Context: an optimization exercise on an open-source flow, tuned for small area, a short achievable clock period and few clock cycles per item. The choices shown serve that exercise and are no tape-out recipe. Only simulation tests tie the RTL to the original design; equivalence was not proved.

<file path="design/flow/run.sh">
#!/bin/bash
# synth_recipe.tcl (not shown) runs the flow's synth.tcl, then flattens the netlist and writes it again
# the make line also repeats each setting of config.mk as NAME=value (left out here)
make -C /OpenROAD-flow-scripts/flow DESIGN_CONFIG=/design/flow/config.mk WORK_HOME=/design/flow/orfs CLKGATE_MAP_FILE= SYNTH_SCRIPT=/design/flow/synth_recipe.tcl finish
</file>
<file path="design/flow/config.mk">
export PLATFORM = sky130hd
export DESIGN_NAME = gauss_jordan_top
export DESIGN_NICKNAME = gauss_jordan_top
export VERILOG_FILES = /design/flow/design.v
export SDC_FILE = /design/flow/constraint.sdc
export NUM_CORES = 4
export LEC_CHECK = 0
export CAP_MARGIN = 20
export CORE_MARGIN = 2
export CORE_UTILIZATION = 40
export SLEW_MARGIN = 20
</file>
<file path="design/flow/design.v">
`default_nettype none
package inv_pkg;
	localparam int dim = 5;
	localparam int elem_width = 8;
	localparam int aug_cols = 2 * dim;
	localparam int step_count = dim * (dim - 1) / 2;
	localparam int row_bits = dim * elem_width;
	localparam int aug_row_bits = 2 * row_bits;
	localparam int matrix_bits = dim * row_bits;
	localparam int result_bits = row_bits + matrix_bits;
	typedef logic [elem_width-1:0] elem_t;
	typedef elem_t [dim-1:0] row_t;
	typedef row_t [dim-1:0] matrix_t;
	typedef struct packed {
		row_t left;
		row_t right;
	} aug_row_t;
	typedef logic [$clog2(dim)-1:0] idx_t;
	typedef enum logic {
		forward,
		backward
	} phase_t;
	typedef struct packed {
		row_t diagonal;
		matrix_t transform;
	} result_t;
endpackage
`default_nettype wire
`timescale 1ns/1ns
`default_nettype none
module gauss_jordan_top
(
	input wire logic clk,
	input wire logic reset,
	input wire logic in_valid,
	output logic in_ready,
	input wire logic [199:0] in_matrix,
	output logic out_valid,
	input wire logic out_ready,
	output logic [239:0] result
);
	logic adv;
	logic [8:0] vld;
	assign adv = !vld[8] || out_ready;
	assign in_ready = adv;
	assign out_valid = vld[8];
	always_ff @(posedge clk)
	begin
		if (reset)
			vld <= '0;
		else if (adv)
			vld <= {vld[7:0], in_valid};
	end
	logic [7:0] s0_a44;
	logic [7:0] s0_a00;
	logic [7:0] s1_a00;
	logic [7:0] s2_a00;
	logic [7:0] s3_a00;
	logic [7:0] s4_a00;
	logic [7:0] s0_a04;
	logic [7:0] s1_a04;
	logic [7:0] s2_a04;
	logic [7:0] s3_a04;
	logic [7:0] s4_a04;
	logic [7:0] s0_a40;
	logic [7:0] s1_a40;
	logic [7:0] s1_n40;
	logic [7:0] s0_a11;
	logic [7:0] s0_a01;
	logic [7:0] s1_a01;
	logic [7:0] s2_a01;
	logic [7:0] s3_a01;
	logic [7:0] s4_a01;
	logic [7:0] s0_a10;
	logic [7:0] s1_a10;
	logic [7:0] s2_a10;
	logic [7:0] s3_a10;
	logic [7:0] s4_a10;
	logic [7:0] s1_n25;
	logic [7:0] s2_n25;
	logic [7:0] s3_n25;
	logic [7:0] s4_n25;
	logic [7:0] s0_a14;
	logic [7:0] s1_n28;
	logic [7:0] s2_n28;
	logic [7:0] s3_n28;
	logic [7:0] s4_n28;
	logic [7:0] s0_a41;
	logic [7:0] s1_n37;
	logic [7:0] s2_n54;
	logic [7:0] s0_a22;
	logic [7:0] s0_a02;
	logic [7:0] s1_a02;
	logic [7:0] s2_a02;
	logic [7:0] s3_a02;
	logic [7:0] s4_a02;
	logic [7:0] s0_a20;
	logic [7:0] s1_a20;
	logic [7:0] s1_n30;
	logic [7:0] s0_a12;
	logic [7:0] s1_n26;
	logic [7:0] s2_n26;
	logic [7:0] s3_n26;
	logic [7:0] s4_n26;
	logic [7:0] s0_a21;
	logic [7:0] s1_n29;
	logic [7:0] s2_n41;
	logic [7:0] s3_n41;
	logic [7:0] s4_n41;
	logic [7:0] s0_a24;
	logic [7:0] s1_n32;
	logic [7:0] s2_n43;
	logic [7:0] s3_n43;
	logic [7:0] s4_n43;
	logic [7:0] s0_a42;
	logic [7:0] s1_n38;
	logic [7:0] s2_n52;
	logic [7:0] s3_n64;
	logic [7:0] s0_a33;
	logic [7:0] s0_a03;
	logic [7:0] s1_a03;
	logic [7:0] s2_a03;
	logic [7:0] s3_a03;
	logic [7:0] s4_a03;
	logic [7:0] s0_a30;
	logic [7:0] s1_a30;
	logic [7:0] s1_n35;
	logic [7:0] s0_a13;
	logic [7:0] s1_n27;
	logic [7:0] s2_n27;
	logic [7:0] s3_n27;
	logic [7:0] s4_n27;
	logic [7:0] s0_a31;
	logic [7:0] s1_n33;
	logic [7:0] s2_n48;
	logic [7:0] s0_a23;
	logic [7:0] s1_n31;
	logic [7:0] s2_n42;
	logic [7:0] s3_n42;
	logic [7:0] s4_n42;
	logic [7:0] s0_a32;
	logic [7:0] s1_n34;
	logic [7:0] s2_n47;
	logic [7:0] s3_n57;
	logic [7:0] s4_n57;
	logic [7:0] s0_a34;
	logic [7:0] s1_n36;
	logic [7:0] s2_n49;
	logic [7:0] s3_n58;
	logic [7:0] s4_n58;
	logic [7:0] s0_a43;
	logic [7:0] s1_n39;
	logic [7:0] s2_n53;
	logic [7:0] s3_n63;
	logic [7:0] s4_n68;
	logic [7:0] s5_n68;
	logic [7:0] s6_n68;
	logic [7:0] s7_n68;
	logic [7:0] s8_n68;
	logic [7:0] s2_n55;
	logic [7:0] s2_n44;
	logic [7:0] s3_n44;
	logic [7:0] s4_n44;
	logic [7:0] s3_n65;
	logic [7:0] s2_n50;
	logic [7:0] s3_n59;
	logic [7:0] s4_n59;
	logic [7:0] s4_n69;
	logic [7:0] s5_n69;
	logic [7:0] s6_n69;
	logic [7:0] s7_n69;
	logic [7:0] s8_n69;
	logic [7:0] s5_n78;
	logic [7:0] s5_n98;
	logic [7:0] s6_n98;
	logic [7:0] s7_n98;
	logic [7:0] s8_n98;
	logic [7:0] s5_n99;
	logic [7:0] s6_n99;
	logic [7:0] s7_n99;
	logic [7:0] s8_n99;
	logic [7:0] s5_n77;
	logic [7:0] s6_n107;
	logic [7:0] s5_n91;
	logic [7:0] s6_n119;
	logic [7:0] s7_n119;
	logic [7:0] s8_n119;
	logic [7:0] s5_n93;
	logic [7:0] s5_n92;
	logic [7:0] s6_n120;
	logic [7:0] s7_n120;
	logic [7:0] s8_n120;
	logic [7:0] s5_n76;
	logic [7:0] s6_n106;
	logic [7:0] s7_n127;
	logic [7:0] s5_n83;
	logic [7:0] s6_n112;
	logic [7:0] s7_n132;
	logic [7:0] s8_n132;
	logic [7:0] s5_n86;
	logic [7:0] s5_n85;
	logic [7:0] s6_n114;
	logic [7:0] s5_n84;
	logic [7:0] s6_n113;
	logic [7:0] s7_n133;
	logic [7:0] s8_n133;
	logic [7:0] s5_n75;
	logic [7:0] s6_n105;
	logic [7:0] s7_n126;
	logic [7:0] s8_n139;
	logic [7:0] s2_n56;
	logic [7:0] s2_n45;
	logic [7:0] s3_n45;
	logic [7:0] s4_n45;
	logic [7:0] s3_n66;
	logic [7:0] s2_n51;
	logic [7:0] s3_n60;
	logic [7:0] s4_n60;
	logic [7:0] s4_n70;
	logic [7:0] s5_n70;
	logic [7:0] s6_n70;
	logic [7:0] s7_n70;
	logic [7:0] s8_n70;
	logic [7:0] s5_n79;
	logic [7:0] s5_n100;
	logic [7:0] s6_n100;
	logic [7:0] s7_n100;
	logic [7:0] s8_n100;
	logic [7:0] s6_n108;
	logic [7:0] s5_n94;
	logic [7:0] s6_n121;
	logic [7:0] s7_n121;
	logic [7:0] s8_n121;
	logic [7:0] s7_n128;
	logic [7:0] s5_n87;
	logic [7:0] s6_n115;
	logic [7:0] s7_n134;
	logic [7:0] s8_n134;
	logic [7:0] s8_n140;
	logic [7:0] s2_n46;
	logic [7:0] s3_n46;
	logic [7:0] s4_n46;
	logic [7:0] s3_n67;
	logic [7:0] s3_n61;
	logic [7:0] s4_n61;
	logic [7:0] s4_n71;
	logic [7:0] s5_n71;
	logic [7:0] s6_n71;
	logic [7:0] s7_n71;
	logic [7:0] s8_n71;
	logic [7:0] s5_n80;
	logic [7:0] s5_n101;
	logic [7:0] s6_n101;
	logic [7:0] s7_n101;
	logic [7:0] s8_n101;
	logic [7:0] s6_n109;
	logic [7:0] s5_n95;
	logic [7:0] s6_n122;
	logic [7:0] s7_n122;
	logic [7:0] s8_n122;
	logic [7:0] s7_n129;
	logic [7:0] s5_n88;
	logic [7:0] s6_n116;
	logic [7:0] s7_n135;
	logic [7:0] s8_n135;
	logic [7:0] s8_n141;
	logic [7:0] s3_n62;
	logic [7:0] s4_n62;
	logic [7:0] s4_n72;
	logic [7:0] s5_n72;
	logic [7:0] s6_n72;
	logic [7:0] s7_n72;
	logic [7:0] s8_n72;
	logic [7:0] s5_n81;
	logic [7:0] s5_n102;
	logic [7:0] s6_n102;
	logic [7:0] s7_n102;
	logic [7:0] s8_n102;
	logic [7:0] s6_n110;
	logic [7:0] s5_n96;
	logic [7:0] s6_n123;
	logic [7:0] s7_n123;
	logic [7:0] s8_n123;
	logic [7:0] s7_n130;
	logic [7:0] s5_n89;
	logic [7:0] s6_n117;
	logic [7:0] s7_n136;
	logic [7:0] s8_n136;
	logic [7:0] s8_n142;
	logic [7:0] s4_n73;
	logic [7:0] s5_n73;
	logic [7:0] s6_n73;
	logic [7:0] s7_n73;
	logic [7:0] s8_n73;
	logic [7:0] s5_n82;
	logic [7:0] s5_n103;
	logic [7:0] s6_n103;
	logic [7:0] s7_n103;
	logic [7:0] s8_n103;
	logic [7:0] s6_n111;
	logic [7:0] s5_n97;
	logic [7:0] s6_n124;
	logic [7:0] s7_n124;
	logic [7:0] s8_n124;
	logic [7:0] s7_n131;
	logic [7:0] s5_n90;
	logic [7:0] s6_n118;
	logic [7:0] s7_n137;
	logic [7:0] s8_n137;
	logic [7:0] s8_n143;
	logic [7:0] s5_n74;
	logic [7:0] s6_n104;
	logic [7:0] s7_n125;
	logic [7:0] s8_n138;
	always_ff @(posedge clk)
	begin
		if (adv)
		begin
			s0_a44 <= in_matrix[192 +: 8];
			s0_a00 <= in_matrix[0 +: 8];
			s0_a04 <= in_matrix[32 +: 8];
			s0_a40 <= in_matrix[160 +: 8];
			s0_a11 <= in_matrix[48 +: 8];
			s0_a01 <= in_matrix[8 +: 8];
			s0_a10 <= in_matrix[40 +: 8];
			s0_a14 <= in_matrix[72 +: 8];
			s0_a41 <= in_matrix[168 +: 8];
			s0_a22 <= in_matrix[96 +: 8];
			s0_a02 <= in_matrix[16 +: 8];
			s0_a20 <= in_matrix[80 +: 8];
			s0_a12 <= in_matrix[56 +: 8];
			s0_a21 <= in_matrix[88 +: 8];
			s0_a24 <= in_matrix[112 +: 8];
			s0_a42 <= in_matrix[176 +: 8];
			s0_a33 <= in_matrix[144 +: 8];
			s0_a03 <= in_matrix[24 +: 8];
			s0_a30 <= in_matrix[120 +: 8];
			s0_a13 <= in_matrix[64 +: 8];
			s0_a31 <= in_matrix[128 +: 8];
			s0_a23 <= in_matrix[104 +: 8];
			s0_a32 <= in_matrix[136 +: 8];
			s0_a34 <= in_matrix[152 +: 8];
			s0_a43 <= in_matrix[184 +: 8];
		end
	end
	always_ff @(posedge clk)
	begin
		if (adv)
		begin
			s1_a00 <= s0_a00;
			s1_a04 <= s0_a04;
			s1_a40 <= s0_a40;
			s1_n40 <= s0_a44*s0_a00 - s0_a04*s0_a40;
			s1_a01 <= s0_a01;
			s1_a10 <= s0_a10;
			s1_n25 <= -s0_a11*s0_a00 + s0_a01*s0_a10;
			s1_n28 <= -s0_a14*s0_a00 + s0_a04*s0_a10;
			s1_n37 <= -s0_a41*s0_a00 + s0_a01*s0_a40;
			s1_a02 <= s0_a02;
			s1_a20 <= s0_a20;
			s1_n30 <= -s0_a22*s0_a00 + s0_a02*s0_a20;
			s1_n26 <= -s0_a12*s0_a00 + s0_a02*s0_a10;
			s1_n29 <= -s0_a21*s0_a00 + s0_a01*s0_a20;
			s1_n32 <= s0_a24*s0_a00 - s0_a04*s0_a20;
			s1_n38 <= s0_a42*s0_a00 - s0_a02*s0_a40;
			s1_a03 <= s0_a03;
			s1_a30 <= s0_a30;
			s1_n35 <= -s0_a33*s0_a00 + s0_a03*s0_a30;
			s1_n27 <= -s0_a13*s0_a00 + s0_a03*s0_a10;
			s1_n33 <= s0_a31*s0_a00 - s0_a01*s0_a30;
			s1_n31 <= s0_a23*s0_a00 - s0_a03*s0_a20;
			s1_n34 <= s0_a32*s0_a00 - s0_a02*s0_a30;
			s1_n36 <= -s0_a34*s0_a00 + s0_a04*s0_a30;
			s1_n39 <= s0_a43*s0_a00 - s0_a03*s0_a40;
		end
	end
	always_ff @(posedge clk)
	begin
		if (adv)
		begin
			s2_a00 <= s1_a00;
			s2_a04 <= s1_a04;
			s2_a01 <= s1_a01;
			s2_a10 <= s1_a10;
			s2_n25 <= s1_n25;
			s2_n28 <= s1_n28;
			s2_n54 <= s1_n40*s1_n25 + s1_n28*s1_n37;
			s2_a02 <= s1_a02;
			s2_n26 <= s1_n26;
			s2_n41 <= s1_n30*s1_n25 - s1_n26*s1_n29;
			s2_n43 <= s1_n32*s1_n25 + s1_n28*s1_n29;
			s2_n52 <= s1_n38*s1_n25 + s1_n26*s1_n37;
			s2_a03 <= s1_a03;
			s2_n27 <= s1_n27;
			s2_n48 <= s1_n35*s1_n25 + s1_n27*s1_n33;
			s2_n42 <= s1_n31*s1_n25 + s1_n27*s1_n29;
			s2_n47 <= s1_n34*s1_n25 - s1_n26*s1_n33;
			s2_n49 <= s1_n36*s1_n25 + s1_n28*s1_n33;
			s2_n53 <= s1_n39*s1_n25 + s1_n27*s1_n37;
			s2_n55 <= s1_a40*s1_n25 - s1_a10*s1_n37;
			s2_n44 <= s1_a20*s1_n25 - s1_a10*s1_n29;
			s2_n50 <= s1_a30*s1_n25 + s1_a10*s1_n33;
			s2_n56 <= s1_a00*s1_n37;
			s2_n45 <= s1_a00*s1_n29;
			s2_n51 <= s1_a00*s1_n33;
			s2_n46 <= -s1_a00*s1_n25;
		end
	end
	always_ff @(posedge clk)
	begin
		if (adv)
		begin
			s3_a00 <= s2_a00;
			s3_a04 <= s2_a04;
			s3_a01 <= s2_a01;
			s3_a10 <= s2_a10;
			s3_n25 <= s2_n25;
			s3_n28 <= s2_n28;
			s3_a02 <= s2_a02;
			s3_n26 <= s2_n26;
			s3_n41 <= s2_n41;
			s3_n43 <= s2_n43;
			s3_n64 <= s2_n54*s2_n41 + s2_n43*s2_n52;
			s3_a03 <= s2_a03;
			s3_n27 <= s2_n27;
			s3_n42 <= s2_n42;
			s3_n57 <= s2_n48*s2_n41 - s2_n42*s2_n47;
			s3_n58 <= -s2_n49*s2_n41 + s2_n43*s2_n47;
			s3_n63 <= s2_n53*s2_n41 + s2_n42*s2_n52;
			s3_n44 <= s2_n44;
			s3_n65 <= s2_n55*s2_n41 + s2_n44*s2_n52;
			s3_n59 <= s2_n50*s2_n41 + s2_n44*s2_n47;
			s3_n45 <= s2_n45;
			s3_n66 <= s2_n56*s2_n41 + s2_n45*s2_n52;
			s3_n60 <= -s2_n51*s2_n41 + s2_n45*s2_n47;
			s3_n46 <= s2_n46;
			s3_n67 <= s2_n46*s2_n52;
			s3_n61 <= s2_n46*s2_n47;
			s3_n62 <= s2_n46*s2_n41;
		end
	end
	always_ff @(posedge clk)
	begin
		if (adv)
		begin
			s4_a00 <= s3_a00;
			s4_a04 <= s3_a04;
			s4_a01 <= s3_a01;
			s4_a10 <= s3_a10;
			s4_n25 <= s3_n25;
			s4_n28 <= s3_n28;
			s4_a02 <= s3_a02;
			s4_n26 <= s3_n26;
			s4_n41 <= s3_n41;
			s4_n43 <= s3_n43;
			s4_a03 <= s3_a03;
			s4_n27 <= s3_n27;
			s4_n42 <= s3_n42;
			s4_n57 <= s3_n57;
			s4_n58 <= s3_n58;
			s4_n68 <= -s3_n64*s3_n57 - s3_n58*s3_n63;
			s4_n44 <= s3_n44;
			s4_n59 <= s3_n59;
			s4_n69 <= s3_n65*s3_n57 + s3_n59*s3_n63;
			s4_n45 <= s3_n45;
			s4_n60 <= s3_n60;
			s4_n70 <= s3_n66*s3_n57 + s3_n60*s3_n63;
			s4_n46 <= s3_n46;
			s4_n61 <= s3_n61;
			s4_n71 <= s3_n67*s3_n57 + s3_n61*s3_n63;
			s4_n62 <= s3_n62;
			s4_n72 <= s3_n62*s3_n63;
			s4_n73 <= s3_n62*s3_n57;
		end
	end
	always_ff @(posedge clk)
	begin
		if (adv)
		begin
			s5_n68 <= s4_n68;
			s5_n69 <= s4_n69;
			s5_n78 <= s4_n68 - s4_n69*s4_a04;
			s5_n98 <= s4_n57*s4_n68;
			s5_n99 <= s4_n59*s4_n68 + s4_n69*s4_n58;
			s5_n77 <= -s4_a03*s4_n68;
			s5_n91 <= s4_n41*s4_n68;
			s5_n93 <= s4_n44*s4_n68 + s4_n69*s4_n43;
			s5_n92 <= s4_n42*s4_n68;
			s5_n76 <= s4_a02*s4_n68;
			s5_n83 <= -s4_n25*s4_n68;
			s5_n86 <= -s4_a10*s4_n68 + s4_n69*s4_n28;
			s5_n85 <= s4_n27*s4_n68;
			s5_n84 <= s4_n26*s4_n68;
			s5_n75 <= -s4_a01*s4_n68;
			s5_n70 <= s4_n70;
			s5_n79 <= -s4_n70*s4_a04;
			s5_n100 <= s4_n60*s4_n68 + s4_n70*s4_n58;
			s5_n94 <= s4_n45*s4_n68 + s4_n70*s4_n43;
			s5_n87 <= s4_a00*s4_n68 + s4_n70*s4_n28;
			s5_n71 <= s4_n71;
			s5_n80 <= s4_n71*s4_a04;
			s5_n101 <= s4_n61*s4_n68 + s4_n71*s4_n58;
			s5_n95 <= s4_n46*s4_n68 + s4_n71*s4_n43;
			s5_n88 <= s4_n71*s4_n28;
			s5_n72 <= s4_n72;
			s5_n81 <= s4_n72*s4_a04;
			s5_n102 <= s4_n62*s4_n68 + s4_n72*s4_n58;
			s5_n96 <= s4_n72*s4_n43;
			s5_n89 <= s4_n72*s4_n28;
			s5_n73 <= s4_n73;
			s5_n82 <= s4_n73*s4_a04;
			s5_n103 <= s4_n73*s4_n58;
			s5_n97 <= s4_n73*s4_n43;
			s5_n90 <= s4_n73*s4_n28;
			s5_n74 <= s4_a00*s4_n68;
		end
	end
	always_ff @(posedge clk)
	begin
		if (adv)
		begin
			s6_n68 <= s5_n68;
			s6_n69 <= s5_n69;
			s6_n98 <= s5_n98;
			s6_n99 <= s5_n99;
			s6_n107 <= s5_n78*s5_n98 + s5_n99*s5_n77;
			s6_n119 <= s5_n91*s5_n98;
			s6_n120 <= s5_n93*s5_n98 + s5_n99*s5_n92;
			s6_n106 <= -s5_n76*s5_n98;
			s6_n112 <= s5_n83*s5_n98;
			s6_n114 <= s5_n86*s5_n98 + s5_n99*s5_n85;
			s6_n113 <= s5_n84*s5_n98;
			s6_n105 <= s5_n75*s5_n98;
			s6_n70 <= s5_n70;
			s6_n100 <= s5_n100;
			s6_n108 <= s5_n79*s5_n98 + s5_n100*s5_n77;
			s6_n121 <= s5_n94*s5_n98 + s5_n100*s5_n92;
			s6_n115 <= s5_n87*s5_n98 + s5_n100*s5_n85;
			s6_n71 <= s5_n71;
			s6_n101 <= s5_n101;
			s6_n109 <= -s5_n80*s5_n98 + s5_n101*s5_n77;
			s6_n122 <= s5_n95*s5_n98 + s5_n101*s5_n92;
			s6_n116 <= s5_n88*s5_n98 + s5_n101*s5_n85;
			s6_n72 <= s5_n72;
			s6_n102 <= s5_n102;
			s6_n110 <= -s5_n81*s5_n98 + s5_n102*s5_n77;
			s6_n123 <= s5_n96*s5_n98 + s5_n102*s5_n92;
			s6_n117 <= s5_n89*s5_n98 + s5_n102*s5_n85;
			s6_n73 <= s5_n73;
			s6_n103 <= s5_n103;
			s6_n111 <= -s5_n82*s5_n98 + s5_n103*s5_n77;
			s6_n124 <= s5_n97*s5_n98 + s5_n103*s5_n92;
			s6_n118 <= s5_n90*s5_n98 + s5_n103*s5_n85;
			s6_n104 <= s5_n74*s5_n98;
		end
	end
	always_ff @(posedge clk)
	begin
		if (adv)
		begin
			s7_n68 <= s6_n68;
			s7_n69 <= s6_n69;
			s7_n98 <= s6_n98;
			s7_n99 <= s6_n99;
			s7_n119 <= s6_n119;
			s7_n120 <= s6_n120;
			s7_n127 <= s6_n107*s6_n119 + s6_n120*s6_n106;
			s7_n132 <= s6_n112*s6_n119;
			s7_n133 <= s6_n114*s6_n119 + s6_n120*s6_n113;
			s7_n126 <= s6_n105*s6_n119;
			s7_n70 <= s6_n70;
			s7_n100 <= s6_n100;
			s7_n121 <= s6_n121;
			s7_n128 <= s6_n108*s6_n119 + s6_n121*s6_n106;
			s7_n134 <= s6_n115*s6_n119 + s6_n121*s6_n113;
			s7_n71 <= s6_n71;
			s7_n101 <= s6_n101;
			s7_n122 <= s6_n122;
			s7_n129 <= s6_n109*s6_n119 + s6_n122*s6_n106;
			s7_n135 <= s6_n116*s6_n119 + s6_n122*s6_n113;
			s7_n72 <= s6_n72;
			s7_n102 <= s6_n102;
			s7_n123 <= s6_n123;
			s7_n130 <= s6_n110*s6_n119 + s6_n123*s6_n106;
			s7_n136 <= s6_n117*s6_n119 + s6_n123*s6_n113;
			s7_n73 <= s6_n73;
			s7_n103 <= s6_n103;
			s7_n124 <= s6_n124;
			s7_n131 <= s6_n111*s6_n119 + s6_n124*s6_n106;
			s7_n137 <= s6_n118*s6_n119 + s6_n124*s6_n113;
			s7_n125 <= s6_n104*s6_n119;
		end
	end
	always_ff @(posedge clk)
	begin
		if (adv)
		begin
			s8_n68 <= s7_n68;
			s8_n69 <= s7_n69;
			s8_n98 <= s7_n98;
			s8_n99 <= s7_n99;
			s8_n119 <= s7_n119;
			s8_n120 <= s7_n120;
			s8_n132 <= s7_n132;
			s8_n133 <= s7_n133;
			s8_n139 <= s7_n127*s7_n132 + s7_n133*s7_n126;
			s8_n70 <= s7_n70;
			s8_n100 <= s7_n100;
			s8_n121 <= s7_n121;
			s8_n134 <= s7_n134;
			s8_n140 <= s7_n128*s7_n132 + s7_n134*s7_n126;
			s8_n71 <= s7_n71;
			s8_n101 <= s7_n101;
			s8_n122 <= s7_n122;
			s8_n135 <= s7_n135;
			s8_n141 <= s7_n129*s7_n132 + s7_n135*s7_n126;
			s8_n72 <= s7_n72;
			s8_n102 <= s7_n102;
			s8_n123 <= s7_n123;
			s8_n136 <= s7_n136;
			s8_n142 <= s7_n130*s7_n132 + s7_n136*s7_n126;
			s8_n73 <= s7_n73;
			s8_n103 <= s7_n103;
			s8_n124 <= s7_n124;
			s8_n137 <= s7_n137;
			s8_n143 <= s7_n131*s7_n132 + s7_n137*s7_n126;
			s8_n138 <= s7_n125*s7_n132;
		end
	end
	assign result = {s8_n68, s8_n98, s8_n119, s8_n132, s8_n138, s8_n73, s8_n72, s8_n71, s8_n70, s8_n69, s8_n103, s8_n102, s8_n101, s8_n100, s8_n99, s8_n124, s8_n123, s8_n122, s8_n121, s8_n120, s8_n137, s8_n136, s8_n135, s8_n134, s8_n133, s8_n143, s8_n142, s8_n141, s8_n140, s8_n139};
endmodule
`default_nettype wire
</file>
<file path="design/flow/constraint.sdc">
create_clock -name core_clock -period 9.0 [get_ports {clk}]
set_input_delay 1.8000 -clock core_clock [delete_from_list [all_inputs] [get_ports {clk}]]
set_output_delay 1.8000 -clock core_clock [all_outputs]
set_load 0.01 [all_outputs]
</file>
==> impl_metrics.toml <==
[status]
outcome = "finished clean"

[floorplan]
core-area_sq_um = 636800
die-area_sq_um = 645600
placement_rows = 293
ios = 446
dieHeight_microns = 803.5
fp.dieW_microns = 803.5
start_util = 0.4015

[global_route]
grt.total_usage = 0.2244
grt_first_pass_wirelength_mm = 1106
grt-ovfl-total = 0
antenna_found_initial = 57
grt_pass1_vias = 177600
grt_max_degree = 152

[cts]
cts_hold_buffers = 0
cts_made_buffers = 277
cts_setup_buffers = 0
clockBufferDepth = 4
cts_tree = "done"
cts_root_buffer = "clkbuf_16"
cts_sinks = 2097
insertion_delay_ps = 1020
htreeDepth = 5
path_clk_slew_ps = 60
cts_resized = 0

[cells_and_area]
area_growth_pct = 9.276
largest-register = "vld"
postLayoutCoreUtil = 0.4388
fin_cells = 33560
mostFrequentLayoutCell = "and2_1"
largest_reg_flops = 9
layout_common_cells = "and2_1 (4442), inv_1 (4012), ha_1 (3415), fa_1 (2948), xnor2_1 (2728)"
drive_above_1_share = 0.03129
register_area_sq_um = 62880
fin_nets = 31440
fill_cells = 60400
multiInputGateArea_sq_um = 174100

[route]
wl_mm = 719.9
first_pass_iters = 6
drc = 0
vias = 166300
drt_iter0_drc = 10140
antenna_left = 0
wire_per_inst_microns = 21.45
viasPerCell = 4.954

[placement]
place_hpwl_mm = 533.4
gp_congestion = 0.8707
numPortBuffers = 445
place_inst = 33000

[setup_path]
crit_required_ps = 9710
max_stage_delay_ps = 990
worst_setup_path_end_kind = "flop"
crit_fanout = 29
slowest_stage = "edfxtp_1"
crit_type = "reg2reg"
critPathArrivalTime_ps = 7610
crit_path_cell_trace = "nand2_1 -> fa_1 -> fa_1 -> inv_1 -> fa_1 -> fa_1 -> ha_1 -> xnor2_1 -> inv_1 -> fa_1 -> fa_1 -> inv_1 -> fa_1 -> fa_1 -> ha_1 -> a21oi_1 -> xnor2_1 -> xnor2_1 -> xnor2_1"
cp_common_cell = "fa_1"
worst_setup_path_start_kind = "flop"

[synthesis]
synth_top_area_cell = "edfxtp_1"
synth-seq-cells = 2097
syn-instance-count = 24750
yosysSeqAreaShare = 0.2459
synth.area.top_cells = "edfxtp_1 (25%), fa_1 (23%), ha_1 (17%), and2_1 (11%), xnor2_1 (9.3%)"
synth_area_sq_um = 255700
yosys.area.top_type_share = 0.2452
synthArstFlopShare = 0
avgSynthCellArea_sq_um = 10.33
yosys.cell_types.count = 35
syn-num-nets = 31310
ys_warn_count = 1
synth_flop_cell = "edfxtp_1"
synth-edff-count = 2088

[sta]
rsz0062_at_grt = "no"
finClkSkew_ps = 69.92
fin_crit_ps = 6902
report.final.slew_viol_count = 0
whs_ps = 403.6
timing_hold_violations_final = 0
setup_viol = 0
period_share = 0.7669
fmax_mhz = 144.9
setup_tns_ps = 0
slew_headroom = 0.1610
worst_pin_slew_ps = 1258

[hold_path]
hold_class = "reg2reg"

[job]
max_cap_viol_count = 0
-- cells by family after synthesis --
| group | after synthesis | synth area share |
|---|---|---|
| AO/OA/AOI/OAI | 631 | 0.01519 |
| XOR/XNOR | 3347 | 0.1155 |
| adder cells (fa/ha/maj) | 6363 | 0.3979 |
| buffers and inverters | 4970 | 0.07302 |
| flip-flops | 2097 | 0.2459 |
| AND/OR/NAND/NOR | 7337 | 0.1524 |
-- layer usage --
layer | vias to the layer above | share of wire | global-route usage
li1 | 76360 | - | -
met1 | 84260 | 0.42 | 0.2915
met2 | 4404 | 0.47 | 0.3795
met3 | 1217 | 0.052 | 0.02441
met4 | 6 | 0.053 | 0.09836
met5 | - | 0.000065 | 0
-- area by class of cell --
| type | count | share of cell area |
|---|---|---|
| clock inverter | 178 | 0.006789 |
| sequential | 2097 | 0.2251 |
| antenna | 68 | 0.0006090 |
| tap | 8407 | 0.03765 |
| multi-input combinational | 17680 | 0.6232 |
| inverter | 4013 | 0.05401 |
| timing repair buffer | 801 | 0.02691 |
| clock buffer | 319 | 0.02575 |
-- synth_stat cells, types with 13 or more instances --
| cell | instances |
|---|---|
| a21o_1 | 210 |
| a21oi_1 | 333 |
| and2_1 | 4442 |
| buf_1 | 17 |
| clkbuf_1 | 933 |
| edfxtp_1 | 2088 |
| fa_1 | 2948 |
| ha_1 | 3415 |
| inv_1 | 4012 |
| nand2_1 | 2666 |
| nand3_1 | 13 |
| nor2_1 | 102 |
| nor3_1 | 42 |
| nor3b_1 | 14 |
| o21bai_1 | 80 |
| xnor2_1 | 2728 |
| xnor3_1 | 16 |
| xor2_1 | 603 |
-- metrics by stage --
stage | instance area [sq um] | setup WS [ps]
6_report | 279400 | 2098
5_1_grt | 279300 | 1801
3_3_place_gp | 270100 | 1905
4_1_cts | 279200 | 2036
3_5_place_dp | 270100 | 2018
2_1_floorplan | 255700 | 1479
-- worst max-delay path: cells and delay by family, from the launching register on --
| family | cells | cell delay, ps |
|---|---|---|
| compound gates | 1 | 180 |
| simple gates | 1 | 150 |
| fa+ha+maj | 10 | 4540 |
| flops | 1 | 990 |
| xor+xnor | 4 | 580 |
| buf+inv | 3 | 200 |
-- path summary, 6_finish.rpt --
check                      startpoint                  end  slack (ps)  depth (start not counted)
setup / recovery  s4_n68[4]$_DFFE_PP_  s5_n87[7]$_DFFE_PP_        2100                         19
setup reg to reg  s4_n68[4]$_DFFE_PP_  s5_n87[7]$_DFFE_PP_        2100                         19
hold reg to reg   s6_n68[6]$_DFFE_PP_  s7_n68[6]$_DFFE_PP_         400                          0
hold / removal    s6_n68[6]$_DFFE_PP_  s7_n68[6]$_DFFE_PP_         400                          0
Testbench counts, summed over its fixed seeds: cycles 264, items 192.

-- port drivers added, routing unchanged --
The results above use ideal ports. As a check the final layout listed here was re-extracted and re-timed, cells and wires unchanged.
Step 1 assumes that a clkbuf_16 drives the clock port and a buf_2 every other input.
Step 2 times the ports against the registers' clock, not the clock port: input delays grow and output delays shrink by t, the midpoint of the rising clock arrivals with the driver on.
a / b / c = ideal / step 1 / step 2; a / b = the first two.
t, ns: 1.119
setup slack, ns: 2.098 / 2.098 / 2.098
hold WS [ns]: 0.404 / 0.404 / 0.404
After both steps setup and hold are still met in this run. The setup slack of this run moves by 0.000 ns with the drivers and by 0.000 ns with both steps.
